What follows belongs to an exercise in optimizing a design on an open flow for small area and a short achievable clock period; a production flow would make more cautious choices.
The RTL was checked by simulation tests, not by an equivalence proof against the original design.
Power is estimated from default activity; no workload was simulated.

run A:
==> flow/design.v (excerpt) <==
module register_access_top (
    input  logic                       clk,
    input  logic                       reset,
    input  logic                       flush,
    input  logic [15:0]                write_cs,
    input  logic                       write_cs_enable,
    input  logic                       d_valid,
    output logic                       d_ready,
    input  logic [48:0]                d_bundle_bits,
    output logic                       r_valid,
    input  logic                       r_ready,
    output logic [166:0]               r_bundle_bits,
    input  logic [39:0]                wb_reg_bits,
    input  logic [19:0]                wb_seg_bits
);
For scale: roughly 2600 cells after synthesis, about 300 I/O pins, roughly 26000 sq um of cells after synthesis.
clock: 5.0 ns
lec_check: 0
cap_margin: 20
core_margin: 2
core_utilization: 65
cts_buf_list: sky130_fd_sc_hd__clkbuf_16
cts_cluster_diameter: 80
cts_cluster_size: 25
setup_slack_margin: 1.9
slew_margin: 20
synth_hierarchical: 1
standard.sh (not shown) runs the stock make flow with config.mk's settings and CLKGATE_MAP_FILE= SYNTH_SCRIPT=/design/flow/synth_recipe.tcl, a recipe that flattens the netlist after the stock synthesis.
==> flow/flow/run.sh <==
#!/bin/bash
# The standard layout with two changes to how it is made:
#  - after synthesis, every combinational cell is set to the smallest drive
#    strength of its kind and the floorplan step removes synthesis's buffers
#    (REMOVE_ABC_BUFFERS), so the timing repair of the later steps sizes up
#    and buffers only what the placed design needs;
#  - the ports get the smallest buffer instead of the delay buffer that
#    buffer_ports picks by default.
# Each tool's output goes to a log file of its own here; ORFS also keeps
# each step's log under orfs/logs/.
set -euo pipefail
results=orfs/results/${FLOW_PLATFORM}/register_access_top/base
bash standard.sh synth > synth_make.log 2>&1
LIB_FILE=${FLOW_HOME}/platforms/${FLOW_PLATFORM}/lib/sky130_fd_sc_hd__tt_025C_1v80.lib \
ODB_IN=${results}/1_synth.odb ODB_OUT=${results}/1_synth.odb \
    openroad -no_init -exit flow/downsize.tcl > downsize.log 2>&1
bash standard.sh "BUFFER_PORTS_ARGS=-buffer_cell sky130_fd_sc_hd__buf_1" REMOVE_ABC_BUFFERS=1 finish \
    > flow_make.log 2>&1
==> flow/flow/downsize.tcl <==
# Set every combinational cell of the synthesized netlist to the smallest
# drive strength of its kind; the timing repair of the later steps sizes up
# only what the layout needs. Flip-flops keep the cell synthesis gave them.
read_liberty $::env(LIB_FILE)
read_db $::env(ODB_IN)
set db [ord::get_db]
set block [ord::get_db_block]
array set smallest {}
foreach lib [$db getLibs] {
  foreach m [$lib getMasters] {
    set n [$m getName]
    if {![regexp {^(sky130_fd_sc_hd__[a-z0-9]+)_([0-9]+)$} $n -> kind drive]} continue
    if {[regexp {probe|lpflow|clkdly|dlygate|dlymetal} $n]} continue
    set a [expr {[$m getWidth] * [$m getHeight]}]
    if {![info exists smallest($kind)] || $a < [lindex $smallest($kind) 1]} {
      set smallest($kind) [list $m $a]
    }
  }
}
set swapped 0
set saved 0
foreach inst [$block getInsts] {
  set m [$inst getMaster]
  set n [$m getName]
  if {![regexp {^(sky130_fd_sc_hd__[a-z0-9]+)_([0-9]+)$} $n -> kind drive]} continue
  if {[regexp {^sky130_fd_sc_hd__(df|edf|sdf|sedf|dl|conb)} $n]} continue
  if {![info exists smallest($kind)]} continue
  set sm [lindex $smallest($kind) 0]
  if {$sm ne $m} {
    set saved [expr {$saved + [$m getWidth]*[$m getHeight] - [lindex $smallest($kind) 1]}]
    $inst swapMaster $sm
    incr swapped
  }
}
puts "downsize: swapped $swapped cells, saved [expr {$saved / 1e6}] um2"
write_db $::env(ODB_OUT)
Inputs modified between run A and run B:
- CORE_UTILIZATION: 65 -> 40
## What came out
Run B reports its launch point of the critical path as d_bundle_bits[11] while run A reports d_valid. Run B against run A: total routing resource utilization after global routing shows a reduction of 13 points; internal power contribution shows an increase of 1.5%; area of the core region shows an increase of about 60%.
#### Input delta (run C over run B)
- CORE_UTILIZATION now 65, was 40
- SETUP_SLACK_MARGIN now 2.0, was 1.9
==> comparison <==
Run C went all the way through the flow, and no timing, DRC or antenna check failed. Final setup slack of the worst path is higher on run C. Going from run B to run C, the die outline area was found to have gone down by 25000 sq um. Route | run C vs run B | wire shorter in run C. STATUS clock skew: run C wins against run B. In terms of average instance area after synthesis, run B and run C differ only marginally.
Edits applied to the flow inputs when going from run C to run D:
- a change of SETUP_SLACK_MARGIN from 2.0 to 1.9
- a change of CORE_UTILIZATION from 65 to 70
--- outcome ---
From run C to run D the numbers moved as follows: utilization shows an increase of 4.2 points, critical path depth picked up an extra 1, minimum setup slack after placement decreased 0.068 ns, proportion of cell area occupied by registers now larger. On run D: fraction of the cycle the final worst path needs is 0.39 points higher than what run C gave. Comparing routed wire length for run C and run D, the bigger number came from run C. Run D ended with less clock network power share than run C. NOTE largest net degree at the start of global routing run C->run D decreased by a few percent.

## afterwards: timing with drivers on the ports
The flow's constraints put no driver on any port. The routed layouts listed below were extracted and timed again, unchanged, in two steps. Step 1: set_driving_cell puts a clkbuf_16 on clk and a buf_2 on each other input, an assumption about the parent block. Step 2 times the ports against the registers' clock, not the clock port: input delays grow and output delays shrink by t, the midpoint of the rising clock arrivals with the driver on. a / b / c = ideal ports / drivers / drivers and shift; a / b = the first two.
run | shift t [ns] | slack for setup (ns) | hold WS [ns] | worst setup path after step 2 | worst slew at a driven data input, ns
run A | 0.661 | 1.799 / 1.688 / 1.307 | 0.471 / 0.471 / 0.471 | input to register | 0.17
run B | 0.645 | 1.731 / 1.617 / 1.270 | 0.471 / 0.471 / 0.471 | input to register | 0.13
run C | 0.659 | 1.781 / 1.670 / 1.319 | 0.468 / 0.468 / 0.468 | input to register | 0.17
run D | 0.656 | 1.762 / 1.712 / 1.387 | 0.471 / 0.471 / 0.471 | input to register | 0.09
After both steps every run listed still meets setup and hold. For run A, which loses most, drivers alone change the setup slack by -0.111 ns; drivers and shift together by -0.492 ns.
